This is an optimization exercise on Yosys and OpenROAD, whose aim is small area, a short achievable clock period and few clock cycles, not a production implementation. Function was checked by simulation only, so behaviour that the tests miss may differ from the original. Power and IR drop assume default switching activity.

==> flow/design.v, too long to show whole: its modules and the start of the top module <==
// module csa_fa: 10 lines
// module booth_sel: 10 lines
// module conv3x3_mac: 8006 lines
module conv3x3_mac #(
   parameter bit RELU = 1'b0
) (
   input  logic         i_clk,
   input  logic         i_rstn,
   input  logic [9:0]   i_num_ci,
   input  logic         i_valid,
   output logic         o_ready,
   input  logic [143:0] i_window,
   input  logic [143:0] i_weight,
   input  logic [15:0]  i_bias,
   output logic         o_valid,
   input  logic         i_ready,
   output logic [15:0]  o_data
);
  // ...
==> flow/flow/run.sh <==
#!/bin/bash
# The standard layout (the standard.sh, standard synthesis unchanged), except:
# - the buffers every input and output port gets are plain buf_1 cells instead of the
#   delay-buffer cell buffer_ports picks by default (repair_timing still resizes them);
# - clock tree synthesis adds no dummy balancing loads.
set -euo pipefail
export BUFFER_PORTS_ARGS="-buffer_cell sky130_fd_sc_hd__buf_1"
export CTS_ARGS="-sink_clustering_enable -repair_clock_nets -sink_clustering_size 30 -sink_clustering_max_diameter 60 -dont_use_dummy_load"
bash standard.sh finish > standard.log 2>&1
==> flow/standard.sh <==
#!/bin/bash
# synth_recipe.tcl (not shown) runs the flow's synth.tcl, then flattens the netlist and writes it again
# the make line also repeats each setting of config.mk as NAME=value (left out here)
make -C /OpenROAD-flow-scripts/flow DESIGN_CONFIG=/design/flow/config.mk WORK_HOME=/design/flow/orfs CLKGATE_MAP_FILE= SYNTH_SCRIPT=/design/flow/synth_recipe.tcl "${@:-finish}"
==> flow/config.mk <==
export PLATFORM = sky130hd
export DESIGN_NAME = conv3x3_mac
export DESIGN_NICKNAME = conv3x3_mac
export VERILOG_FILES = /design/flow/design.v
export SDC_FILE = /design/flow/constraint.sdc
export NUM_CORES = 4
export LEC_CHECK = 0
export ABC_AREA = 1
export CAP_MARGIN = 20
export CORE_MARGIN = 2
export CORE_UTILIZATION = 40
export CTS_CLUSTER_DIAMETER = 60
export CTS_CLUSTER_SIZE = 30
export PLACE_DENSITY = 0.5
export SETUP_SLACK_MARGIN = 4.75
export SLEW_MARGIN = 20
export SYNTH_HIERARCHICAL = 1
export SYNTH_MINIMUM_KEEP_SIZE = 0
==> flow/constraint.sdc <==
create_clock -name core_clock -period 8.0 [get_ports {i_clk}]
set_input_delay 1.6000 -clock core_clock [delete_from_list [all_inputs] [get_ports {i_clk}]]
set_output_delay 1.6000 -clock core_clock [all_outputs]
set_load 0.01 [all_outputs]
==> impl_metrics.tcl, run 1 <==
set metrics [dict create \
    holdCritPathClass "flip-flop to flip-flop" \
    top_layer "met4" \
    switching_power_mw 21.3 \
    powerDensity_nw_per_um2 498 \
    synth_area_sq_um 80300 \
    power.static_leakage_nw 35.2 \
    synth_fa_ha_area_share_pct 34.3 \
    port-buffer-count 335 \
    run_status "finished clean" \
    dpl_cell_area_sq_um 82400 \
    grt_pass1_vias 58000 \
    cp_top_family "adder cells" \
    skew_ns 0.112 \
    power_leader "combinational logic" \
    synth_top_family_by_area "adder cells" \
    layout_common_cells "fa_1, xor2_1, o22ai_1" \
    postCtsHoldBufs 0 \
    setup_slack_ns 4.70 \
    rsz0062_at_grt "no" \
    cts_tree "yes" \
    largest_reg_flops 144 \
    postCtsSetupRepairBufs 8 \
    gr-usage-met2_pct 49.5 \
    finalHoldViolCount 0 \
    nets 9113 \
    clockBufferDepth 3 \
    crit_path_start_kind "flip-flop" \
    min_to "f_p[2]$_DFF_P_" \
    seq_share_pct 26.6 \
    grt_use_total_pct 31.9 \
    worst_slew_pin_slew_ns 1.05 \
    slew_violations 0 \
    worstPathCellList "o22ai_1, xor2_1, fa_1, fa_1, fa_1" \
    dieArea_sq_um 204000 \
]
Testbench counts, summed over its fixed seeds: cycles 45,039.
==> run 2: changes to the inputs <==
--- a/flow/config.mk
+++ b/flow/config.mk
@@ -11,8 +11,7 @@
 export CORE_UTILIZATION = 40
 export CTS_CLUSTER_DIAMETER = 60
 export CTS_CLUSTER_SIZE = 30
-export PLACE_DENSITY = 0.5
-export SETUP_SLACK_MARGIN = 4.75
+export SETUP_SLACK_MARGIN = 4.85
 export SLEW_MARGIN = 20
 export SYNTH_HIERARCHICAL = 1
 export SYNTH_MINIMUM_KEEP_SIZE = 0
==> run 2 against run 1 <==
Net effect:
- critical path type unchanged
- sequential power is essentially flat
- clock skew fell by 0.014 ns
- sequential share of layout area fell by 0.40 points
- setup slack gained 0.058 ns
- critical endpoint is now p0_14_19$_DFF_P_
- non-clock buffer count grew 55
==> impl_metrics.tcl, run 2 <==
set metrics [dict create \
    initial_core_util_pct 40.2 \
    cts-root-buf "clkbuf_16" \
    antenna_found_initial 13 \
    holdCritPathClass "flip-flop to flip-flop" \
    power.static_leakage_nw 35.7 \
    internal-power_mw 21.9 \
    fill_cells 18600 \
    ys.flop_type "dfxtp_1" \
    synth_nets 9343 \
    grt_overflow 0 \
    path_max_fanout 16 \
    synth_edf_count 116 \
    cts_tree "yes" \
    place_inst 9899 \
    regMostFlops "xr" \
    end_kind "flip-flop" \
    cts_sinks 1075 \
    crit_type "flip-flop to flip-flop" \
    drtAntennaViolNets 0 \
    run_status "finished clean" \
    clockBufferDepth 3 \
    htree_levels 3 \
    grt_max_degree 90 \
    cp.arrival_ns 3.82 \
    min_to "f_p[2]$_DFF_P_" \
    synth.yosys.warnings 10 \
    die_h_um 452 \
    maxSlewHeadroom_pct 38.7 \
    fin_tns_setup_ns 0 \
    cts_buffers 95 \
    vias_per_cell 5.80 \
    skew_ns 0.0979 \
    switching_power_mw 21.3 \
    power_frac_seq_pct 23.4 \
    hold_depth 0 \
    final_common_cell "fa_1" \
    dp_hpwl_um 248000 \
    fin_crit_ns 3.24 \
    seq_area_frac_synth_pct 28.2 \
    synth_area_sq_um 80300 \
    ir_worst_vdd_v 0.000642 \
    hp-start "f_p[1]$_DFF_P_" \
    fmaxAchievable_mhz 309 \
    layout_common_cells "fa_1, xor2_1, o22ai_1" \
    switching_share_pct 49.3 \
    powerDensity_nw_per_um2 489 \
    yosysUniqueCellTypes 44 \
    required_ns 8.58 \
    dieArea_sq_um 204000 \
    cap_viol_max_count 0 \
    ios 336 \
    slew_violations 0 \
    globalplace.congestion 0.995 \
    fp-row-count 164 \
    layout-drive-gt1-share_pct 15.4 \
    clk_pin_slew_ns 0.08 \
    reg2reg_from "xr[93]$_DFF_P_" \
    synth.most_common_cell "fa_1" \
    regToRegSetupSlack_ns 4.76 \
    nets 9164 \
    synth-compound-area-share_pct 9.40 \
    synth-simple-area-share_pct 7.40 \
    largest_reg_flops 144 \
    grt_pass1_vias 58600 \
    coreArea_sq_um 200000 \
    wl_um 324000 \
    ys_ff_latch 1075 \
    synth_fa_ha_area_share_pct 34.3 \
    synth_xor_area_share_pct 13.7 \
    vias 58500 \
    muxShareOfSynthArea_pct 0.943 \
    synth_largest_area_cell "fa_1" \
    reg2reg_to "p0_14_19$_DFF_P_" \
    combPwrFrac_pct 67.2 \
    setup-violations-final 0 \
    finalHoldViolCount 0 \
    die_width_um 452 \
    hold-worst-slack_ns 0.327 \
    synth-async-reset-ratio_pct 0 \
    grt_pass1_wl_um 449000 \
    post_drt_wl_per_cell_um 32.0 \
    syn_area_per_cell_sq_um 10.5 \
    port-buffer-count 335 \
    clkPwrFrac_pct 9.4 \
    drt_iter0_drc 7333 \
    grt_use_total_pct 31.0 \
    worst_slew_pin_slew_ns 0.918 \
    rsz0062_at_grt "yes" \
    postCtsHoldBufs 0 \
    finalNonFillerCells 10100 \
    clk_latency_ns 0.79 \
    crit_path_start_kind "flip-flop" \
    synth_top_family_by_area "adder cells" \
    dr.pass1.iters 7 \
    synthTopCellsByArea "fa_1, dfxtp_1, xor2_1" \
    area_growth_pct 9.89 \
    synth_top_cells_by_count "fa_1, xor2_1, o22ai_1" \
    route.detailed.drc 0 \
    r2r_cells 5 \
    syn_inst 7615 \
    synth_top_cell_area_share_pct 32.9 \
    finalCritPeriodShare_pct 40.5 \
]
-- run 2: modules after synthesis, one instance, submodules excluded --
module       cell area [sq um]  copies in the design
csa_fa                    20.0                  1321
conv3x3_mac              53800                     1
-- run 2: power groups by stage --
stage                     clock network, mW  registers, mW  logic, mW
final                                  4.06           10.1       29.0
after global routing                   4.30           10.2       30.5
after CTS                              4.12           10.0       27.6
after detailed placement                  0           10.1       27.4
after global placement                    0           10.1       27.2
after floorplan                           0           8.87       14.4
-- run 2: area by class of cell --
| cell class | count | area, sq um | share of cell area [%] |
|---|---|---|---|
| tap | 2656 | 3320 | 3.77 |
| clock buffer | 95 | 2380 | 2.69 |
| sequential | 1075 | 23100 | 26.2 |
| timing repair buffer | 494 | 2750 | 3.12 |
| multi-input combinational | 5283 | 54900 | 62.2 |
| antenna | 7 | 17.5 | 0.0199 |
| inverter | 487 | 1840 | 2.08 |
-- run 2: worst max-delay path: stages (launching register included) --
cell and delay (ns):
dfxtp_2 0.60, o22ai_1 0.14, xor2_1 0.40, fa_1 0.52, fa_1 0.84, fa_1 0.56
-- run 2: kinds of logic (layout without fill, tap and decap cells) --
group | count (synthesis) | count (layout)
simple gates | 1322 | 1322
flops | 1075 | 1075
other cells | 0 | 7
xor+xnor | 1254 | 1254
compound gates | 1229 | 1229
buf+inv | 1257 | 1076
mux | 68 | 68
fa+ha+maj | 1410 | 1410
-- run 2: what timing repair did --
| action | CTS | global route |
|---|---|---|
| endpoints found under the setup margin | 257 | 122 |
| gates cloned | 3 | 12 |
| resized for setup | 398 | 370 |
| setup buffers | 23 | 58 |
| pin swaps | 22 | 160 |
-- run 2: worst max path at each step --
stage	startpoint	endpoint	slack, ns	depth (start not counted)
after floorplan	i_ready	q[0][0]$_DFFE_PP_	4.94	4
after global placement	acc_s[17]$_DFFE_PP_	q[0][2]$_DFFE_PP_	3.89	19
after detailed placement	acc_c[17]$_DFFE_PP_	q[0][2]$_DFFE_PP_	3.91	19
after CTS	acc_c[16]$_DFFE_PP_	q[0][5]$_DFFE_PP_	4.85	21
after global routing	acc_s[18]$_DFFE_PP_	q[0][7]$_DFFE_PP_	4.73	20
final	xr[93]$_DFF_P_	p0_14_19$_DFF_P_	4.76	5
-- run 2: through the flow --
stage	setup WS (ns)	utilization, %	cell area, sq um	power [mW]
floorplan	4.94	-	80300	23.3
global placement	3.89	41.3	82400	37.2
detailed placement	3.91	41.3	82400	37.5
CTS	4.85	43.2	86200	41.8
global route	4.73	44.2	88200	45.0
finish	4.76	44.2	88200	43.1
-- run 2: routing by layer --
layer	vias to the layer above	routed length [um]	global-route usage, %
li1	24300	-	-
met1	29800	121000	39.1
met2	3670	144000	47.9
met3	853	32800	7.65
met4	8	25500	19.3
met5	-	49	0.0233
==> run 3: changes to the inputs <==
--- a/flow/config.mk
+++ b/flow/config.mk
@@ -11,7 +11,8 @@
 export CORE_UTILIZATION = 40
 export CTS_CLUSTER_DIAMETER = 60
 export CTS_CLUSTER_SIZE = 30
-export SETUP_SLACK_MARGIN = 4.85
+export PLACE_DENSITY = 0.5
+export SETUP_SLACK_MARGIN = 5.0
 export SLEW_MARGIN = 20
 export SYNTH_HIERARCHICAL = 1
 export SYNTH_MINIMUM_KEEP_SIZE = 0
==> run 3 against run 2 <==
Net effect:
- clock-buffer cell count increased by 3
- worst hold slack got worse by 0.021 ns
- first-iteration DRC count decreased by 7.3%
- power increased by 0.28%
- via count decreased by 1.6%
- maximum frequency increased by 2.7%
- area after synthesis unchanged
- non-clock buffer count decreased by 19
- cell area decreased by 0.44%
- clock power increased by 2%
- largest power group unchanged
==> impl_metrics.tcl, run 3 <==
set metrics [dict create \
    power.static_leakage_nw 35.5 \
    crit_type "flip-flop to flip-flop" \
    synth_edf_count 116 \
    path_max_fanout 5 \
    grt_max_degree 91 \
    critPathMaxStageDelay_ns 0.44 \
    worstPathCellList "ha_4, buf_12, nand2_8, inv_1, a21oi_4, nand2_1, inv_1, nand3_2, nand2_2, nand2_1, nand2_1, nand2_1, nor2_1, nand2_1, nor2_2, nand3_4, nand2_8, buf_12, clkbuf_16, nand3_4, nand3_2, nand2_2" \
    clockBufferDepth 3 \
    synth-simple-area-share_pct 7.40 \
    finalCritPeriodShare_pct 39.4 \
    layout_common_cells "fa_1, xor2_1, o22ai_1" \
    rsz0062_at_grt "yes" \
    post_drt_wl_per_cell_um 32.6 \
    finalNonFillerCells 10100 \
    cp.arrival_ns 3.66 \
    clk_pin_slew_ns 0.10 \
    synth_nets 9343 \
    finalHoldViolCount 0 \
    wl_um 328000 \
    clk_latency_ns 0.80 \
    fin_crit_ns 3.15 \
    ios 336 \
    synth_top_family_by_area "adder cells" \
    maxSlewHeadroom_pct 30.9 \
    die_width_um 452 \
    area_growth_pct 9.41 \
    setup_slack_ns 4.85 \
    synth_xor_area_share_pct 13.7 \
    top_layer "met5" \
    synth_top_cell_area_share_pct 32.9 \
    synth_largest_area_cell "fa_1" \
    wl_met2_um 149000 \
    cap_viol_max_count 0 \
    layout-drive-gt1-share_pct 13.8 \
    cts_sinks 1075 \
    ir_worst_vdd_v 0.000794 \
    synth_fa_ha_area_share_pct 34.3 \
    crit_top_cell "nand2_1" \
    nets 9150 \
    place_inst 9907 \
    grt_use_total_pct 31.8 \
    final_common_cell "fa_1" \
    stdcell_area_sq_um 87800 \
    cts_tree "yes" \
    fin_tns_setup_ns 0 \
    dieArea_sq_um 204000 \
    worst_slew_pin_slew_ns 1.04 \
    yosysUniqueCellTypes 44 \
    r2r_cells 22 \
    dp_slack_ns 3.95 \
    grt_pass1_vias 58200 \
    route.detailed.drc 0 \
    synth.most_common_cell "fa_1" \
    drt_iter0_drc 6796 \
    seq_area_frac_synth_pct 28.2 \
    drtAntennaViolNets 0 \
    grt_pass1_wl_um 458000 \
    ys_ff_latch 1075 \
    vias_per_cell 5.71 \
    synth-compound-area-share_pct 9.40 \
    initial_core_util_pct 40.2 \
    end_kind "flip-flop" \
    slew_violations 0 \
    globalplace.congestion 1.01 \
    skew_ns 0.121 \
    muxShareOfSynthArea_pct 0.943 \
    dr.pass1.iters 6 \
    synth.yosys.warnings 10 \
    cts-root-buf "clkbuf_16" \
    ys.flop_type "dfxtp_1" \
    vias 57600 \
    synth_top_cells_by_count "fa_1, xor2_1, o22ai_1" \
    synthTopCellsByArea "fa_1, dfxtp_1, xor2_1" \
    powerDensity_nw_per_um2 492 \
    syn_inst 7615 \
    syn_area_per_cell_sq_um 10.5 \
    postCtsHoldBufs 0 \
    grt_overflow 0 \
    synth_area_sq_um 80300 \
    run_status "finished clean" \
    wl_met1_um 131000 \
    port-buffer-count 335 \
    met3WireLength_um 29100 \
    fp-row-count 164 \
    fmaxAchievable_mhz 317 \
    regToRegSetupSlack_ns 4.85 \
    coreArea_sq_um 200000 \
    hold_depth 0 \
    die_h_um 452 \
    regMostFlops "xr" \
    largest_reg_flops 144 \
    dpl_cell_area_sq_um 82500 \
    htree_levels 3 \
    synth-async-reset-ratio_pct 0 \
    required_ns 8.51 \
    crit_path_start_kind "flip-flop" \
    holdCritPathClass "flip-flop to flip-flop" \
    dp_hpwl_um 255000 \
    antenna_found_initial 17 \
    setup-violations-final 0 \
    worst_path_max_delay_cell "edfxtp_1" \
    cts_buffers 98 \
]
-- run 3: report_power, final --
part | internal, mW | switching [mW] | total (mW)
combinational | 11.7 | 17.4 | 29.0
sequential | 8.14 | 1.94 | 10.1
clock | 2.13 | 2.00 | 4.13
-- run 3: cell type report --
cell class	count	area (sq um)
inverters	487	1830
fillers	18900	112000
clock buffers	98	2450
diodes	7	17.5
repair inverters	1	5.00
well taps	2656	3320
multi-input cells	5284	54300
flip-flops and latches	1075	23300
repair buffers	475	2640
-- run 3: critical path: cells and delay by family, from the launching register on --
| family | cells | cell delay, ns |
|---|---|---|
| and+or+nand+nor | 15 | 1.39 |
| AOI/OAI and AO/OA | 1 | 0.17 |
| DFF | 1 | 0.44 |
| adders and majority gates | 1 | 0.31 |
| buffers and inverters | 5 | 0.57 |
-- run 3: through the flow --
stage          hold WS, ns  total power [mW]  utilization (%)
4_1_cts              0.302              42.4             43.6
2_1_floorplan        0.310              23.3                -
3_5_place_dp         0.312              37.8             41.3
6_report             0.306              43.2             44.0
3_3_place_gp         0.310              37.5             41.3
5_1_grt              0.322              45.3             44.0
-- run 3: repair_timing --
action,in CTS,in global routing
setup endpoints to repair,425,108
resized for setup,571,137
setup buffers,45,12
pin swaps,54,58
gates cloned,7,7
-- run 3: per-module statistics from Yosys, one instance, submodules excluded --
| module | cells inside | copies in the design | flops+latches |
|---|---|---|---|
| conv3x3_mac | 6294 | 1 | 1075 |
| csa_fa | 1 | 1321 | 0 |
-- run 3: worst paths after layout --
kind	end	start
max	q[0][8]$_DFFE_PP_	acc_c[21]$_DFFE_PP_
min	p1_23_3$_DFF_P_	p0_23_13$_DFF_P_
max reg2reg	q[0][8]$_DFFE_PP_	acc_c[21]$_DFFE_PP_
min reg2reg	p1_23_3$_DFF_P_	p0_23_13$_DFF_P_
-- run 3: layer usage --
metal	vias to the layer above	global-route usage [%]
li1	24200	-
met1	29600	41.8
met2	3144	49.7
met3	566	6.75
met4	6	15.6
met5	-	0
-- run 3: cell families (layout without fill, tap and decap cells) --
group / Yosys count / after routing
mux: 68 / 68
xor+xnor: 1254 / 1254
flops: 1075 / 1075
buf+inv: 1257 / 1061
other cells: 0 / 7
simple gates: 1322 / 1323
fa+ha+maj: 1410 / 1410
compound gates: 1229 / 1229
==> run 4: changes to the inputs <==
--- a/flow/config.mk
+++ b/flow/config.mk
@@ -12,7 +12,7 @@
 export CTS_CLUSTER_DIAMETER = 60
 export CTS_CLUSTER_SIZE = 30
 export PLACE_DENSITY = 0.5
-export SETUP_SLACK_MARGIN = 5.0
+export SETUP_SLACK_MARGIN = 4.85
 export SLEW_MARGIN = 20
 export SYNTH_HIERARCHICAL = 1
 export SYNTH_MINIMUM_KEEP_SIZE = 0
==> run 4 against run 3 <==
Net effect:
- clock-buffer cell count decreased by 1
- die area unchanged
- sequential share of layout area decreased by 0.35 points
- area after synthesis unchanged
- combinational power about the same
==> impl_metrics.tcl, run 4 <==
set metrics [dict create \
    rsz0062_at_grt "yes" \
    layout_common_cells "fa_1, xor2_1, o22ai_1" \
    postCtsHoldBufs 0 \
    design_power_total_mw 43.6 \
    ios 336 \
    synth_largest_area_cell "fa_1" \
    finalNonFillerCells 10100 \
    place_inst 9900 \
    fill_cells 18800 \
    grtUsageMet3_pct 6.56 \
    grt-busiest-layer "met2" \
    synth.yosys.warnings 10 \
    antenna_found_initial 10 \
    layout-drive-gt1-share_pct 15.4 \
    gr-usage-met2_pct 49.6 \
    dr.pass1.iters 6 \
    synth_area_sq_um 80300 \
    synth-async-reset-ratio_pct 0 \
    crit_top_cell "fa_1" \
    vias 57500 \
    seq_area_sq_um 23100 \
    worst_slew_pin_slew_ns 0.868 \
    drt_iter0_drc 6531 \
    yosysUniqueCellTypes 44 \
    clk_latency_ns 0.79 \
    clk_pin_slew_ns 0.08 \
    drtAntennaViolNets 0 \
    synth_top_cell_area_share_pct 32.9 \
    final_common_cell "fa_1" \
    gr-usage-met1_pct 42.1 \
    required_ns 8.58 \
    grt_pass1_vias 58100 \
    grt_pass1_wl_um 459000 \
    regMostFlops "xr" \
    ys.flop_type "dfxtp_1" \
    cts_buffers 97 \
    nets 9157 \
    fp-row-count 164 \
    dieArea_sq_um 204000 \
    initial_core_util_pct 40.2 \
    synth_top_cells_by_count "fa_1, xor2_1, o22ai_1" \
    grt_overflow 0 \
    maxSlewHeadroom_pct 41.9 \
    coreArea_sq_um 200000 \
    dp_hpwl_um 257000 \
    worstPathCellList "o22ai_1, xor2_1, fa_1, fa_1, fa_1" \
    area_growth_pct 9.98 \
    synth_nets 9343 \
    skew_ns 0.107 \
    dp_slack_ns 3.95 \
    cp_top_family "adder cells" \
    syn_inst 7615 \
    seq_area_frac_synth_pct 28.2 \
    cp.arrival_ns 3.76 \
    clockBufferDepth 3 \
    largest_reg_flops 144 \
    fin_crit_ns 3.17 \
    grt_max_degree 91 \
    ir_worst_vdd_v 0.000737 \
    setup-violations-final 0 \
    wl_um 330000 \
    syn_area_per_cell_sq_um 10.5 \
    powerDensity_nw_per_um2 493 \
    crit_buf_inv 0 \
    ys_ff_latch 1075 \
    fin_tns_setup_ns 0 \
    fmaxAchievable_mhz 315 \
    grt_use_total_pct 31.9 \
    finalHoldViolCount 0 \
    post_drt_wl_per_cell_um 32.7 \
    synthTopCellsByArea "fa_1, dfxtp_1, xor2_1" \
    cap_viol_max_count 0 \
    slew_violations 0 \
    end_kind "flip-flop" \
    die_h_um 452 \
    crit_path_start_kind "flip-flop" \
    cts-root-buf "clkbuf_16" \
    final_util_pct 44.2 \
    setup_slack_ns 4.83 \
    holdCritPathClass "flip-flop to flip-flop" \
    power.static_leakage_nw 35.6 \
    multiInputGateArea_sq_um 55000 \
    finalCritPeriodShare_pct 39.6 \
    path_max_fanout 16 \
    run_status "finished clean" \
    route.detailed.drc 0 \
    port-buffer-count 335 \
    synth.most_common_cell "fa_1" \
    crit_type "flip-flop to flip-flop" \
    vias_per_cell 5.70 \
    worst_path_max_delay_cell "fa_1" \
    globalplace.congestion 1.01 \
    htree_levels 3 \
    critPathMaxStageDelay_ns 0.86 \
    cts_sinks 1075 \
    cts_tree "yes" \
    die_width_um 452 \
    synth_edf_count 116 \
]
-- run 4: layout make-up --
cell class,instances,share of cell area (%)
multi-input combinational,5284,62.2
sequential,1075,26.1
clock buffer,97,2.75
tap,2656,3.76
antenna,7,0.0198
inverter,487,2.08
timing repair inverter,1,0.00567
timing repair buffer,483,3.00
-- run 4: metal layers --
| layer | vias to the layer above | routed length [um] |
|---|---|---|
| li1 | 24300 | - |
| met1 | 29600 | 131000 |
| met2 | 3089 | 149000 |
| met3 | 606 | 28300 |
| met4 | 2 | 20900 |
| met5 | - | 12 |
-- run 4: kinds of logic (layout without fill, tap and decap cells) --
group / count (synthesis) / after routing / synth area share [%]
fa+ha+maj: 1410 / 1410 / 34.3
flops: 1075 / 1075 / 28.2
mux: 68 / 68 / 0.943
compound gates: 1229 / 1229 / 9.40
other cells: 0 / 7 / 0
xor+xnor: 1254 / 1254 / 13.7
buf+inv: 1257 / 1068 / 5.99
simple gates: 1322 / 1323 / 7.40
-- run 4: stage by stage --
| step | hold WS [ns] | area (sq um) |
|---|---|---|
| after CTS | 0.329 | 86100 |
| after global placement | 0.310 | 82400 |
| final | 0.326 | 88300 |
| after floorplan | 0.310 | 80300 |
| after detailed placement | 0.314 | 82400 |
| after global routing | 0.331 | 88300 |
-- run 4: where the power goes --
part	total (mW)	switching (mW)	internal, mW
registers	10.1	1.96	8.15
clock network	4.12	2.01	2.11
logic	29.3	17.6	11.7
total	43.6	21.6	22.0
-- run 4: repair_timing --
item	4_1_cts	5_1_grt
gates resized for setup	402	387
hold endpoints to repair	0	0
pin swaps	13	159
endpoints found under the setup margin	281	117
gates cloned	5	9
buffers inserted	14	58
-- run 4: Yosys stat by module, one instance, submodules excluded --
| module | times used | cell area, sq um |
|---|---|---|
| conv3x3_mac | 1 | 53800 |
| csa_fa | 1321 | 20.0 |
-- run 4: worst paths after layout --
path,cells after the start,slack (ns),endpoint,from
max,5,4.83,p0_3_3$_DFF_P_,xr[82]$_DFF_P_
min,0,0.33,f_p[2]$_DFF_P_,f_p[1]$_DFF_P_
max reg2reg,5,4.83,p0_3_3$_DFF_P_,xr[82]$_DFF_P_
min reg2reg,0,0.33,f_p[2]$_DFF_P_,f_p[1]$_DFF_P_
==> run 5: changes to the inputs <==
--- a/flow/config.mk
+++ b/flow/config.mk
@@ -11,8 +11,7 @@
 export CORE_UTILIZATION = 40
 export CTS_CLUSTER_DIAMETER = 60
 export CTS_CLUSTER_SIZE = 30
-export PLACE_DENSITY = 0.5
-export SETUP_SLACK_MARGIN = 4.85
+export SETUP_SLACK_MARGIN = 4.75
 export SLEW_MARGIN = 20
 export SYNTH_HIERARCHICAL = 1
 export SYNTH_MINIMUM_KEEP_SIZE = 0
==> run 5 against run 4 <==
Net effect:
- combinational power is 2% lower
- largest cell class unchanged
- largest power group unchanged
- sequential cell count is the same
- first-iteration DRC count is 13% higher
- die area unchanged
==> impl_metrics.tcl, run 5 <==
set metrics [dict create \
    run_status "finished clean" \
    area_growth_pct 8.34 \
    finalCritPeriodShare_pct 41.8 \
    cts-root-buf "clkbuf_16" \
    yosysUniqueCellTypes 44 \
    final_common_cell "fa_1" \
    crit_path_start_kind "flip-flop" \
    dp_hpwl_um 248000 \
    synth-compound-area-share_pct 9.40 \
    synth_largest_area_cell "fa_1" \
    vias_per_cell 5.81 \
    crit_type "flip-flop to flip-flop" \
    reg2reg_to "p0_8_10$_DFF_P_" \
    layout-drive-gt1-share_pct 12.3 \
    ys.flop_type "dfxtp_1" \
    dp_slack_ns 3.91 \
    synth_area_sq_um 80300 \
    synth-simple-area-share_pct 7.40 \
    wl_um 323000 \
    coreArea_sq_um 200000 \
    ios 336 \
    clkPwrFrac_pct 9.5 \
    slew_violations 0 \
    cap_viol_max_count 0 \
    combPwrFrac_pct 67.0 \
    r2r_cells 5 \
    die_width_um 452 \
    cts_sinks 1075 \
    regMostFlops "xr" \
    grt_overflow 0 \
    synth_fa_ha_area_share_pct 34.3 \
    maxSlewHeadroom_pct 21.6 \
    cts_tree "yes" \
    finalHoldViolCount 0 \
    switching_power_mw 21.1 \
    finalNonFillerCells 10100 \
    seq_area_sq_um 23000 \
    grt_max_degree 90 \
    fill_cells 18800 \
    layout_common_cells "fa_1, xor2_1, o22ai_1" \
    synth_top_cell_area_share_pct 32.9 \
    fp-row-count 164 \
    syn_inst 7615 \
    clockBufferDepth 3 \
    hp-start "f_p[1]$_DFF_P_" \
    globalplace.congestion 0.995 \
    holdCritPathClass "flip-flop to flip-flop" \
    power_frac_seq_pct 23.5 \
    drt_iter0_drc 7354 \
    setup_slack_ns 4.65 \
    fin_tns_setup_ns 0 \
    initial_core_util_pct 40.2 \
    clk_pin_slew_ns 0.07 \
    design_power_total_mw 42.9 \
    clk_latency_ns 0.79 \
    synth_top_family_by_area "adder cells" \
    port-buffer-count 335 \
    grt_pass1_vias 58300 \
    hold-worst-slack_ns 0.327 \
    end_kind "flip-flop" \
    synth-async-reset-ratio_pct 0 \
    fmaxAchievable_mhz 299 \
    synth.yosys.warnings 10 \
    dr.pass1.iters 8 \
    regToRegSetupSlack_ns 4.65 \
    worst_slew_pin_slew_ns 1.17 \
    power.static_leakage_nw 35.3 \
    synth_nets 9343 \
    largest_reg_flops 144 \
    syn_area_per_cell_sq_um 10.5 \
    ir_worst_vdd_v 0.000661 \
    nets 9120 \
    seq_area_frac_synth_pct 28.2 \
    path_max_fanout 16 \
    internal-power_mw 21.7 \
    dieArea_sq_um 204000 \
    place_inst 9899 \
    drtAntennaViolNets 0 \
    reg2reg_from "xr[115]$_DFF_P_" \
    cts_buffers 95 \
    muxShareOfSynthArea_pct 0.943 \
    hold_depth 0 \
    switching_share_pct 49.3 \
    skew_ns 0.0968 \
    synth_xor_area_share_pct 13.7 \
    powerDensity_nw_per_um2 493 \
    htree_levels 3 \
    required_ns 8.57 \
    synth_edf_count 116 \
    rsz0062_at_grt "yes" \
    ys_ff_latch 1075 \
    route.detailed.drc 0 \
    min_to "f_p[2]$_DFF_P_" \
    fin_crit_ns 3.35 \
    multiInputGateArea_sq_um 54100 \
    synthTopCellsByArea "fa_1, dfxtp_1, xor2_1" \
    grt_use_total_pct 30.9 \
    vias 58400 \
    setup-violations-final 0 \
    cp.arrival_ns 3.92 \
    die_h_um 452 \
    post_drt_wl_per_cell_um 32.1 \
    synth.most_common_cell "fa_1" \
    synth_top_cells_by_count "fa_1, xor2_1, o22ai_1" \
    grt_pass1_wl_um 448000 \
    antenna_found_initial 13 \
]
==> run 5: cell counts after synthesis <==
No cell type changed its count.
==> run 5: worst max-delay path by stage <==
stage	startpoint	endpoint	slack, ns	cells after the start
final	xr[115]$_DFF_P_	p0_8_10$_DFF_P_	4.65	5
after floorplan	i_ready	q[0][0]$_DFFE_PP_	4.94	4
after global placement	acc_s[17]$_DFFE_PP_	q[0][2]$_DFFE_PP_	3.89	19
after detailed placement	acc_c[17]$_DFFE_PP_	q[0][2]$_DFFE_PP_	3.91	19
after global routing	acc_c[18]$_DFFE_PP_	q[0][9]$_DFFE_PP_	4.70	21
after CTS	acc_s[21]$_DFFE_PP_	q[0][5]$_DFFE_PP_	4.75	20
==> run 5: routing by layer <==
metal,part of all wire (%),track usage [%],vias up
li1,-,-,24200
met1,37,39.0,29600
met2,45,47.7,3728
met3,10,7.69,854
met4,7.8,19.0,8
met5,0.015,0.0233,-
==> run 5: final cells by class <==
class | count | share of cell area, %
timing repair buffer | 450 | 2.74
tap | 2656 | 3.82
inverter | 487 | 2.10
sequential | 1075 | 26.4
clock buffer | 95 | 2.73
antenna | 8 | 0.0230
multi-input combinational | 5283 | 62.2
==> run 5: critical path, cell delays in order (launching register included) <==
cell and delay (ns):
dfxtp_1 0.88, o22ai_1 0.22, xor2_1 0.21, fa_1 0.54, fa_1 0.73, fa_1 0.59
==> run 5: metrics by stage <==
step                      util, %  cell area, sq um
after floorplan                 -             80300
after global routing         43.6             87000
after detailed placement     41.3             82400
final                        43.6             87000
after global placement       41.3             82400
after CTS                    42.9             85600
==> run 5: what timing repair did <==
action | 4_1_cts | 5_1_grt
setup buffers | 7 | 33
gates cloned | 2 | 10
resized for setup | 240 | 272
setup endpoints to repair | 136 | 116
pin swaps | 7 | 61
hold buffers | 0 | 0
==> run 5: power groups by stage <==
stage                     clock network, mW  registers (mW)  logic [mW]
after floorplan                           0            8.87        14.4
after global routing                   4.30            10.2        30.3
after global placement                    0            10.1        27.2
after CTS                              4.12            10.0        27.5
after detailed placement                  0            10.1        27.4
final                                  4.06            10.1        28.8
==> run 5: kinds of logic after synthesis <==
family | after synthesis
buf+inv | 1257
compound gates | 1229
simple gates | 1322
fa+ha+maj | 1410
mux | 68
xor+xnor | 1254
flops | 1075
==> run 5: per-module statistics from Yosys (local to each module, per instance) <==
module / area [sq um] / flops+latches
conv3x3_mac: 53800 / 1075
csa_fa: 20.0 / 0
==> run 6: changes to the inputs <==
--- a/flow/config.mk
+++ b/flow/config.mk
@@ -11,7 +11,8 @@
 export CORE_UTILIZATION = 40
 export CTS_CLUSTER_DIAMETER = 60
 export CTS_CLUSTER_SIZE = 30
-export SETUP_SLACK_MARGIN = 4.75
+export PLACE_DENSITY = 0.7
+export SETUP_SLACK_MARGIN = 4.95
 export SLEW_MARGIN = 20
 export SYNTH_HIERARCHICAL = 1
 export SYNTH_MINIMUM_KEEP_SIZE = 0
==> run 6 against run 5 <==
Net effect:
- combinational power shrank 3%
- synthesized cell count is the same
- register-to-register slack improved by 0.15 ns
- cell count is 0.20% higher
- maximum frequency grew 4.6%
- non-clock buffer count grew 23
- sequential power hardly changed
- worst hold slack lost 0.077 ns
- utilization up 0.30 points
- cell area increased by 0.68%
- sequential share of layout area barely moved
- area after synthesis is the same
==> impl_metrics.tcl, run 6 <==
set metrics [dict create \
    clockBufferDepth 3 \
    rsz0062_at_grt "yes" \
    yosysUniqueCellTypes 44 \
    power.static_leakage_nw 35.4 \
    hold_depth 0 \
    ys_ff_latch 1075 \
    required_ns 8.62 \
    regMostFlops "xr" \
    gr-usage-met2_pct 46.2 \
    synth_largest_area_cell "fa_1" \
    ir_worst_vdd_v 0.000526 \
    cp.arrival_ns 3.82 \
    area_growth_pct 9.08 \
    slew_violations 0 \
    clk_latency_ns 0.79 \
    wl_um 319000 \
    cap_viol_max_count 0 \
    ios 336 \
    setup_slack_ns 4.80 \
    powerDensity_nw_per_um2 478 \
    maxSlewHeadroom_pct 29.7 \
    skew_ns 0.136 \
    initial_core_util_pct 40.2 \
    fmaxAchievable_mhz 313 \
    final_common_cell "fa_1" \
    route.detailed.drc 0 \
    htree_levels 3 \
    synth-simple-area-share_pct 7.40 \
    place_inst 9890 \
    design_power_total_mw 41.8 \
    layout-drive-gt1-share_pct 14.2 \
    synth-async-reset-ratio_pct 0 \
    fill_cells 18500 \
    synth_top_cell_area_share_pct 32.9 \
    synth_edf_count 116 \
    clk_pin_slew_ns 0.08 \
    seq_area_frac_synth_pct 28.2 \
    syn_area_per_cell_sq_um 10.5 \
    antenna_found_initial 10 \
    drt_iter0_drc 7993 \
    crit_type "flip-flop to flip-flop" \
    coreArea_sq_um 200000 \
    worst_slew_pin_slew_ns 1.05 \
    dr.pass1.iters 9 \
    grt_pass1_wl_um 446000 \
    synth.most_common_cell "fa_1" \
    cts_buffers 91 \
    synth_top_cells_by_count "fa_1, xor2_1, o22ai_1" \
    cts-root-buf "clkbuf_16" \
    globalplace.congestion 1.05 \
    die_width_um 452 \
    run_status "finished clean" \
    synth_nets 9343 \
    fin_tns_setup_ns 0 \
    dieArea_sq_um 204000 \
    path_max_fanout 6 \
    holdCritPathClass "flip-flop to flip-flop" \
    synth-compound-area-share_pct 9.40 \
    fin_crit_ns 3.20 \
    finalCritPeriodShare_pct 40.0 \
    grt-busiest-layer "met2" \
    ys.flop_type "dfxtp_1" \
    synth_fa_ha_area_share_pct 34.3 \
    fp-row-count 164 \
    grt_pass1_vias 59700 \
    cts_sinks 1075 \
    synth.yosys.warnings 10 \
    synth_top_family_by_area "adder cells" \
    gr-usage-met1_pct 37.8 \
    synthTopCellsByArea "fa_1, dfxtp_1, xor2_1" \
    final_util_pct 43.9 \
    end_kind "flip-flop" \
    finalHoldViolCount 0 \
    grtUsageMet3_pct 8.42 \
    grt_use_total_pct 30.6 \
    syn_inst 7615 \
    crit_path_start_kind "flip-flop" \
    grt_overflow 0 \
    nets 9140 \
    r2r_cells 22 \
    finalNonFillerCells 10100 \
    synth_xor_area_share_pct 13.7 \
    vias 59200 \
    largest_reg_flops 144 \
    post_drt_wl_per_cell_um 31.6 \
    grt_max_degree 90 \
    port-buffer-count 335 \
    vias_per_cell 5.88 \
    cts_tree "yes" \
    dp_hpwl_um 243000 \
    setup-violations-final 0 \
    muxShareOfSynthArea_pct 0.943 \
    dp_slack_ns 3.97 \
    synth_area_sq_um 80300 \
    layout_common_cells "fa_1, xor2_1, o22ai_1" \
    die_h_um 452 \
    drtAntennaViolNets 0 \
]
## run 6: area by class of cell
type / count / area [sq um] / area share (%)
tap: 2656 / 3320 / 3.79
sequential: 1075 / 23100 / 26.4
inverter: 487 / 1830 / 2.09
timing repair buffer: 473 / 2610 / 2.98
multi-input combinational: 5284 / 54400 / 62.1
clock buffer: 91 / 2280 / 2.60
antenna: 8 / 20.0 / 0.0229
## run 6: per-stage QoR
| stage | hold slack, ns | instance area (sq um) |
|---|---|---|
| finish | 0.249 | 87600 |
| global placement | 0.310 | 82300 |
| detailed placement | 0.312 | 82300 |
| floorplan | 0.310 | 80300 |
| CTS | 0.275 | 86500 |
| global route | 0.277 | 87600 |
## run 6: worst paths after layout
check / endpoint / start / slack [ns]
setup reg to reg: q[0][7]$_DFFE_PP_ / acc_c[3]$_DFFE_PP_ / 4.80
setup / recovery: q[0][7]$_DFFE_PP_ / acc_c[3]$_DFFE_PP_ / 4.80
hold reg to reg: l_p[1]$_DFF_P_ / l_p[0]$_DFF_P_ / 0.25
hold / removal: l_p[1]$_DFF_P_ / l_p[0]$_DFF_P_ / 0.25
## run 6: kinds of logic (layout without fill, tap and decap cells)
logic type                 Yosys count  count (layout)
adders and majority gates         1410            1410
and+or+nand+nor                   1322            1323
buffers and inverters             1257            1051
xor gates and xnor gates          1254            1254
AOI/OAI and AO/OA                 1229            1229
DFF                               1075            1075
muxes                               68              68
other                                0               8
## run 6: per-module statistics from Yosys, one instance, submodules excluded
module       cell area, sq um  copies in the design  cells inside
conv3x3_mac             53800                     1          6294
csa_fa                   20.0                  1321             1
## run 6: what timing repair did
| action | 4_1_cts | 5_1_grt |
|---|---|---|
| pin swaps | 32 | 74 |
| setup endpoints to repair | 397 | 148 |
| resized for setup | 503 | 178 |
| gates cloned | 6 | 6 |
| buffers inserted | 42 | 31 |
| hold buffers | 0 | 0 |
## run 6: power by group
part	internal, mW	switching (mW)
registers	8.14	1.99
clock network	1.99	1.95
logic	11.4	16.4
## run 6: worst max-delay path: stages (launching register included)
cell and delay (ns):
edfxtp_1 0.44, ha_4 0.31, nand2_1 0.07, nor2_1 0.19
nand3_1 0.17, nand3b_4 0.15, nand2_1 0.07, nand2_2 0.09
nand2_2 0.08, nand3_1 0.07, nand2_1 0.09, nor2_2 0.17
nand2_2 0.08, nor2_2 0.09, nand3_2 0.11, buf_6 0.15
buf_12 0.13, nand2_8 0.09, buf_6 0.13, nand2_8 0.07
nand3_4 0.12, nand3_1 0.08, nand2_1 0.10
## run 6: layer usage
layer,up-vias,part of all wire [%]
met5,-,0.035
li1,24200,-
met2,4262,44
met3,969,11
met1,29800,36
met4,4,9.3
==> run 7: changes to the inputs <==
--- a/flow/config.mk
+++ b/flow/config.mk
@@ -11,7 +11,7 @@
 export CORE_UTILIZATION = 40
 export CTS_CLUSTER_DIAMETER = 60
 export CTS_CLUSTER_SIZE = 30
-export PLACE_DENSITY = 0.7
+export PLACE_DENSITY = 0.45
 export SETUP_SLACK_MARGIN = 4.95
 export SLEW_MARGIN = 20
 export SYNTH_HIERARCHICAL = 1
==> run 7 against run 6 <==
Net effect:
- area after synthesis unchanged
- clock skew decreased by 0.032 ns
- clock power rose by 4%
- largest cell class unchanged
==> impl_metrics.tcl, run 7 <==
set metrics [dict create \
    htree_levels 3 \
    synth_top_cell_area_share_pct 32.9 \
    dp_hpwl_um 269000 \
    worstPathCellList "ha_4, nand3_1, nand2_2, nand2_1, nand2_2, nand2_2, nand2_4, buf_4, nand3_1, nand3_1, nand2_2, nor2_1, nand3b_1, nor2_2, nand3_4, nand2_8, buf_12, buf_12, buf_16, nand3_4, nand3_2, nand2_1" \
    worst_slew_pin_slew_ns 0.851 \
    wl_um 342000 \
    synth_area_sq_um 80300 \
    ys_ff_latch 1075 \
    hp-start "br[0]$_SDFF_PN0_" \
    rsz0062_at_grt "yes" \
    largest_reg_flops 144 \
    cp.arrival_ns 3.72 \
    die_h_um 452 \
    grt_use_total_pct 33.2 \
    fin_crit_ns 3.20 \
    syn_area_per_cell_sq_um 10.5 \
    ir_worst_vdd_v 0.000638 \
    synth_top_cells_by_count "fa_1, xor2_1, o22ai_1" \
    setup-violations-final 0 \
    crit_top_cell "nand2_2" \
    path_max_fanout 5 \
    multiInputGateArea_sq_um 55000 \
    ys.flop_type "dfxtp_1" \
    powerDensity_nw_per_um2 496 \
    min_to "p0_8_12$_DFF_P_" \
    reg2reg_to "q[0][5]$_DFFE_PP_" \
    clk_latency_ns 0.78 \
    synthTopCellsByArea "fa_1, dfxtp_1, xor2_1" \
    coreArea_sq_um 200000 \
    design_power_total_mw 44.1 \
    hold-worst-slack_ns 0.309 \
    regMostFlops "xr" \
    maxSlewHeadroom_pct 43.1 \
    synth_largest_area_cell "fa_1" \
    run_status "finished clean" \
    fp-row-count 164 \
    cts_sinks 1075 \
    layout_common_cells "fa_1, xor2_1, o22ai_1" \
    clk_pin_slew_ns 0.06 \
    synth_nets 9343 \
    synth.most_common_cell "fa_1" \
    final_common_cell "fa_1" \
    holdCritPathClass "flip-flop to flip-flop" \
    setup_slack_ns 4.80 \
    yosysUniqueCellTypes 44 \
    die_width_um 452 \
    synth_edf_count 116 \
    reg2reg_from "acc_s[1]$_DFFE_PP_" \
    crit_type "flip-flop to flip-flop" \
    r2r_cells 22 \
    synth-async-reset-ratio_pct 0 \
    fill_cells 18900 \
    antenna_found_initial 16 \
    grt_pass1_vias 58000 \
    post_drt_wl_per_cell_um 33.8 \
    seq_area_frac_synth_pct 28.2 \
    fmaxAchievable_mhz 312 \
    grt_max_degree 69 \
    globalplace.congestion 0.984 \
    dieArea_sq_um 204000 \
    fin_tns_setup_ns 0 \
    grt_overflow 0 \
    crit_path_start_kind "flip-flop" \
    slew_violations 0 \
    drtAntennaViolNets 0 \
    required_ns 8.52 \
    area_growth_pct 10.7 \
    critPathMaxStageDelay_ns 0.43 \
    cap_viol_max_count 0 \
    hold_depth 0 \
    worst_path_max_delay_cell "edfxtp_1" \
    power.static_leakage_nw 35.8 \
    clockBufferDepth 3 \
    finalHoldViolCount 0 \
    dr.pass1.iters 7 \
    seq_area_sq_um 23300 \
    end_kind "flip-flop" \
    port-buffer-count 335 \
    synth.yosys.warnings 10 \
    regToRegSetupSlack_ns 4.80 \
    cp_top_family "simple AND/OR/NAND/NOR gates" \
    crit_buf_inv 4 \
    vias_per_cell 5.65 \
    vias 57200 \
    route.detailed.drc 0 \
    grt_pass1_wl_um 473000 \
    cts_tree "yes" \
    layout-drive-gt1-share_pct 16.0 \
    initial_core_util_pct 40.2 \
    dp_slack_ns 3.51 \
    final_util_pct 44.5 \
    finalCritPeriodShare_pct 40.0 \
    ios 336 \
    drt_iter0_drc 6250 \
    skew_ns 0.103 \
    cts_buffers 97 \
    cts-root-buf "clkbuf_16" \
    nets 9189 \
    syn_inst 7615 \
]
run 7: cell count changes in the layout (fill, tap and decap cells not counted), sizes merged:
cell,delta
inv,-2
diode,-3
clkbuf,+2
buf,+46
clkinvlp,+2
clkinv,+1
run 7: timing repair:
action,CTS,global route
pin swaps,77,93
cloned,13,2
hold buffers,0,0
gates resized for setup,703,174
setup endpoints to repair,424,93
endpoints found under the hold margin,0,0
buffers inserted,64,45
run 7: logic make-up after synthesis:
group | count (synthesis) | synth area share, %
xor+xnor | 1254 | 13.7
flops | 1075 | 28.2
compound gates | 1229 | 9.40
mux | 68 | 0.943
fa+ha+maj | 1410 | 34.3
simple gates | 1322 | 7.40
buf+inv | 1257 | 5.99
run 7: routing by layer:
| layer | track usage [%] | vias to the layer above | share of wire (%) | wire length (um) |
|---|---|---|---|---|
| met5 | 0 | - | 0.016 | 55 |
| met4 | 14.8 | 8 | 5.6 | 19000 |
| met3 | 5.69 | 485 | 7.5 | 25600 |
| li1 | - | 24300 | - | - |
| met1 | 45.4 | 29800 | 42 | 143000 |
| met2 | 51.6 | 2681 | 45 | 155000 |
run 7: per-module statistics from Yosys, one instance, submodules excluded:
| module | area [sq um] | flip-flops and latches | cells | times used |
|---|---|---|---|---|
| conv3x3_mac | 53800 | 1075 | 6294 | 1 |
| csa_fa | 20.0 | 0 | 1 | 1321 |
run 7: stage by stage:
| step | cells | instance area, sq um |
|---|---|---|
| 2_1_floorplan | 7615 | 80300 |
| 3_3_place_gp | 9894 | 82400 |
| 3_5_place_dp | 9894 | 82400 |
| 4_1_cts | 10100 | 87900 |
| 5_1_grt | 10100 | 88900 |
| 6_report | 10100 | 88900 |
run 7: report_power, final:
group	total (mW)	internal [mW]	switching, mW
clock network	4.11	2.11	2.00
logic	29.9	11.8	18.1
registers	10.1	8.14	1.96
run 7: worst max path at each step:
stage	startpoint	to	slack [ns]	depth (start not counted)
after global routing	acc_s[10]$_DFFE_PP_	q[0][11]$_DFFE_PP_	4.65	21
after detailed placement	acc_c[31]$_DFFE_PP_	q[0][4]$_DFFE_PP_	3.51	17
after global placement	acc_s[31]$_DFFE_PP_	q[0][4]$_DFFE_PP_	3.46	17
after CTS	acc_s[18]$_DFFE_PP_	q[0][2]$_DFFE_PP_	4.79	22
final	acc_s[1]$_DFFE_PP_	q[0][5]$_DFFE_PP_	4.80	22
after floorplan	i_num_ci[5]	pend[2]$_SDFF_PN0_	5.03	12
run 7: area by class of cell:
| cell class | count | area share [%] |
|---|---|---|
| timing repair inverter | 1 | 0.00563 |
| clock buffer | 97 | 2.73 |
| antenna | 5 | 0.0141 |
| tap | 2656 | 3.74 |
| sequential | 1075 | 26.2 |
| multi-input combinational | 5284 | 61.8 |
| inverter | 487 | 2.06 |
| timing repair buffer | 515 | 3.48 |
==> run 8: changes to the inputs <==
--- a/flow/config.mk
+++ b/flow/config.mk
@@ -11,7 +11,6 @@
 export CORE_UTILIZATION = 40
 export CTS_CLUSTER_DIAMETER = 60
 export CTS_CLUSTER_SIZE = 30
-export PLACE_DENSITY = 0.45
 export SETUP_SLACK_MARGIN = 4.95
 export SLEW_MARGIN = 20
 export SYNTH_HIERARCHICAL = 1
==> run 8 against run 7 <==
Net effect:
- still clean
- clock-buffer cell count down 5
- synthesized cell count stayed put
- wire length shrank 5.3%
- critical path depth decreased by 17
- clock skew down 0.0089 ns
- sequential power hardly changed
- register-to-register slack improved by 0.06 ns
- critical endpoint is now p0_8_10$_DFF_P_
- largest power group unchanged
==> impl_metrics.tcl, run 8 <==
set metrics [dict create \
    finalCritPeriodShare_pct 39.3 \
    grt_pass1_vias 59500 \
    yosysUniqueCellTypes 44 \
    ir_worst_vdd_v 0.000666 \
    place_inst 9898 \
    initial_core_util_pct 40.2 \
    hold-worst-slack_ns 0.325 \
    synth_top_cells_by_count "fa_1, xor2_1, o22ai_1" \
    synth.most_common_cell "fa_1" \
    dpl_cell_area_sq_um 82400 \
    synth_area_sq_um 80300 \
    grt_max_degree 90 \
    layout-drive-gt1-share_pct 15.4 \
    ios 336 \
    cp.arrival_ns 3.75 \
    required_ns 8.60 \
    powerDensity_nw_per_um2 480 \
    clkPwrFrac_pct 9.4 \
    coreArea_sq_um 200000 \
    clk_pin_slew_ns 0.09 \
    holdCritPathClass "flip-flop to flip-flop" \
    fmaxAchievable_mhz 318 \
    area_growth_pct 9.81 \
    fin_tns_setup_ns 0 \
    final_common_cell "fa_1" \
    synth_top_cell_area_share_pct 32.9 \
    drt_iter0_drc 7832 \
    ys_ff_latch 1075 \
    switching_share_pct 48.8 \
    fin_crit_ns 3.15 \
    finalNonFillerCells 10100 \
    dieArea_sq_um 204000 \
    synth-async-reset-ratio_pct 0 \
    combPwrFrac_pct 66.7 \
    globalplace.congestion 1.02 \
    stdcell_area_sq_um 88200 \
    route.detailed.drc 0 \
    fill_cells 18600 \
    largest_reg_flops 144 \
    cts_tree "yes" \
    syn_area_per_cell_sq_um 10.5 \
    crit_type "flip-flop to flip-flop" \
    run_status "finished clean" \
    vias 58900 \
    finalHoldViolCount 0 \
    die_width_um 452 \
    nets 9162 \
    rsz0062_at_grt "yes" \
    htree_levels 3 \
    cap_viol_max_count 0 \
    fp-row-count 164 \
    path_max_fanout 17 \
    ys.flop_type "dfxtp_1" \
    grt_pass1_wl_um 452000 \
    synthTopCellsByArea "fa_1, dfxtp_1, xor2_1" \
    dp_slack_ns 3.93 \
    power.static_leakage_nw 35.7 \
    maxSlewHeadroom_pct 30.5 \
    synth_edf_count 116 \
    r2r_cells 5 \
    setup_slack_ns 4.85 \
    end_kind "flip-flop" \
    final_util_pct 44.2 \
    seq_area_sq_um 23200 \
    design_power_total_mw 42.4 \
    cts-root-buf "clkbuf_16" \
    power_frac_seq_pct 23.9 \
    synth.yosys.warnings 10 \
    postCtsHoldBufs 0 \
    setup-violations-final 0 \
    wl_um 324000 \
    synth_nets 9343 \
    die_h_um 452 \
    seq_area_frac_synth_pct 28.2 \
    antenna_found_initial 13 \
    crit_path_start_kind "flip-flop" \
    port-buffer-count 335 \
    synth_largest_area_cell "fa_1" \
    cts_buffers 92 \
    post_drt_wl_per_cell_um 32.1 \
    cts_sinks 1075 \
    dr.pass1.iters 8 \
    clockBufferDepth 3 \
    worst_slew_pin_slew_ns 1.04 \
    grt_overflow 0 \
    multiInputGateArea_sq_um 54700 \
    clk_latency_ns 0.78 \
    internal-power_mw 21.7 \
    grt_use_total_pct 31.1 \
    hold_depth 0 \
    drtAntennaViolNets 0 \
    layout_common_cells "fa_1, xor2_1, o22ai_1" \
    slew_violations 0 \
    vias_per_cell 5.83 \
    dp_hpwl_um 246000 \
    switching_power_mw 20.7 \
    regMostFlops "xr" \
    skew_ns 0.0942 \
    syn_inst 7615 \
]
run 8: cell counts after synthesis:
No cell type changed its count.
run 8: logic make-up (layout without fill, tap and decap cells):
kind of cell	count (synthesis)	count (layout)	share of synthesized area (%)
xor gates and xnor gates	1254	1254	13.7
DFF	1075	1075	28.2
AOI/OAI and AO/OA	1229	1229	9.40
buffers and inverters	1257	1073	5.99
other	0	9	0
and+or+nand+nor	1322	1323	7.40
adders and majority gates	1410	1410	34.3
muxes	68	68	0.943
run 8: layout make-up:
cell class,instances,area share (%)
multi-input combinational,5284,62.1
sequential,1075,26.4
tap,2656,3.77
timing repair buffer,494,3.09
clock buffer,92,2.61
inverter,487,2.07
antenna,9,0.0255
run 8: final timing paths:
kind	startpoint	to	slack, ns
worst max register to register	b1r[58]$_DFF_P_	p0_8_10$_DFF_P_	4.85
worst min register to register	f_p[1]$_DFF_P_	f_p[2]$_DFF_P_	0.33
worst min-delay path	f_p[1]$_DFF_P_	f_p[2]$_DFF_P_	0.33
worst max-delay path	b1r[58]$_DFF_P_	p0_8_10$_DFF_P_	4.85
run 8: timing repair:
action,in CTS,in global routing
cloned,6,5
hold endpoints to repair,0,0
gates resized for setup,538,285
buffers inserted,40,47
pin swaps,36,137
setup endpoints to repair,382,108
run 8: power by group through the flow:
stage          Combinational [mW]  Clock [mW]  Sequential [mW]
2_1_floorplan                14.4           0             8.87
3_3_place_gp                 26.3           0             10.1
3_5_place_dp                 26.7           0             10.1
4_1_cts                      27.2        4.05             10.1
5_1_grt                      29.8        4.23             10.2
6_report                     28.3        3.98             10.1
run 8: worst max-delay path, cell delays in order (launching register included):
cell and delay, ns:
dfxtp_2 0.68, o22ai_1 0.21, xor2_1 0.22, fa_1 0.52, fa_1 0.80, fa_1 0.60
run 8: metal layers:
metal	part of all wire, %	global-route usage [%]	up-vias	wire [um]
li1	-	-	24200	-
met1	37	39.0	29800	118000
met2	44	47.3	3962	143000
met3	11	7.94	905	34900
met4	8.5	21.1	6	27600
met5	0.036	0.396	-	118
run 8: per-module statistics from Yosys (local to each module, per instance):
module / copies in the design / cells inside / flops+latches
conv3x3_mac: 1 / 6294 / 1075
csa_fa: 1321 / 1 / 0

## port drivers added, routing unchanged
Ports are ideal in the flow. The routed layouts listed here were re-timed in OpenROAD. Step 1: set_driving_cell puts a clkbuf_16 on i_clk and a buf_2 on each other input, an assumption about the parent block. Step 2 times the ports against the registers' clock, not the clock port: input delays grow and output delays shrink by t, the midpoint of the rising clock arrivals with the driver on. Three values: no drivers, after step 1, after step 2; two values: the first two.
| run | t (ns) | slack for setup (ns) | hold slack, ns | cell pins on the clock port's net |
|---|---|---|---|---|
| run 1 | 0.841 | 4.703 / 4.703 / 4.312 | 0.326 / 0.326 / 0.326 | 1 |
| run 2 | 0.835 | 4.760 / 4.760 / 4.516 | 0.327 / 0.327 / 0.327 | 1 |
| run 3 | 0.830 | 4.845 / 4.845 / 4.311 | 0.306 / 0.306 / 0.306 | 1 |
| run 4 | 0.842 | 4.828 / 4.828 / 4.196 | 0.326 / 0.326 / 0.326 | 1 |
| run 5 | 0.834 | 4.654 / 4.654 / 4.334 | 0.327 / 0.327 / 0.327 | 1 |
| run 6 | 0.805 | 4.800 / 4.800 / 4.314 | 0.249 / 0.249 / 0.249 | 1 |
| run 7 | 0.827 | 4.796 / 4.796 / 4.366 | 0.309 / 0.309 / 0.309 | 1 |
| run 8 | 0.824 | 4.854 / 4.854 / 4.430 | 0.325 / 0.325 / 0.325 | 1 |
After both steps every run listed still meets setup and hold. The setup slack of run 4, which loses most, moves by 0.000 ns with the drivers and by -0.632 ns with both steps.
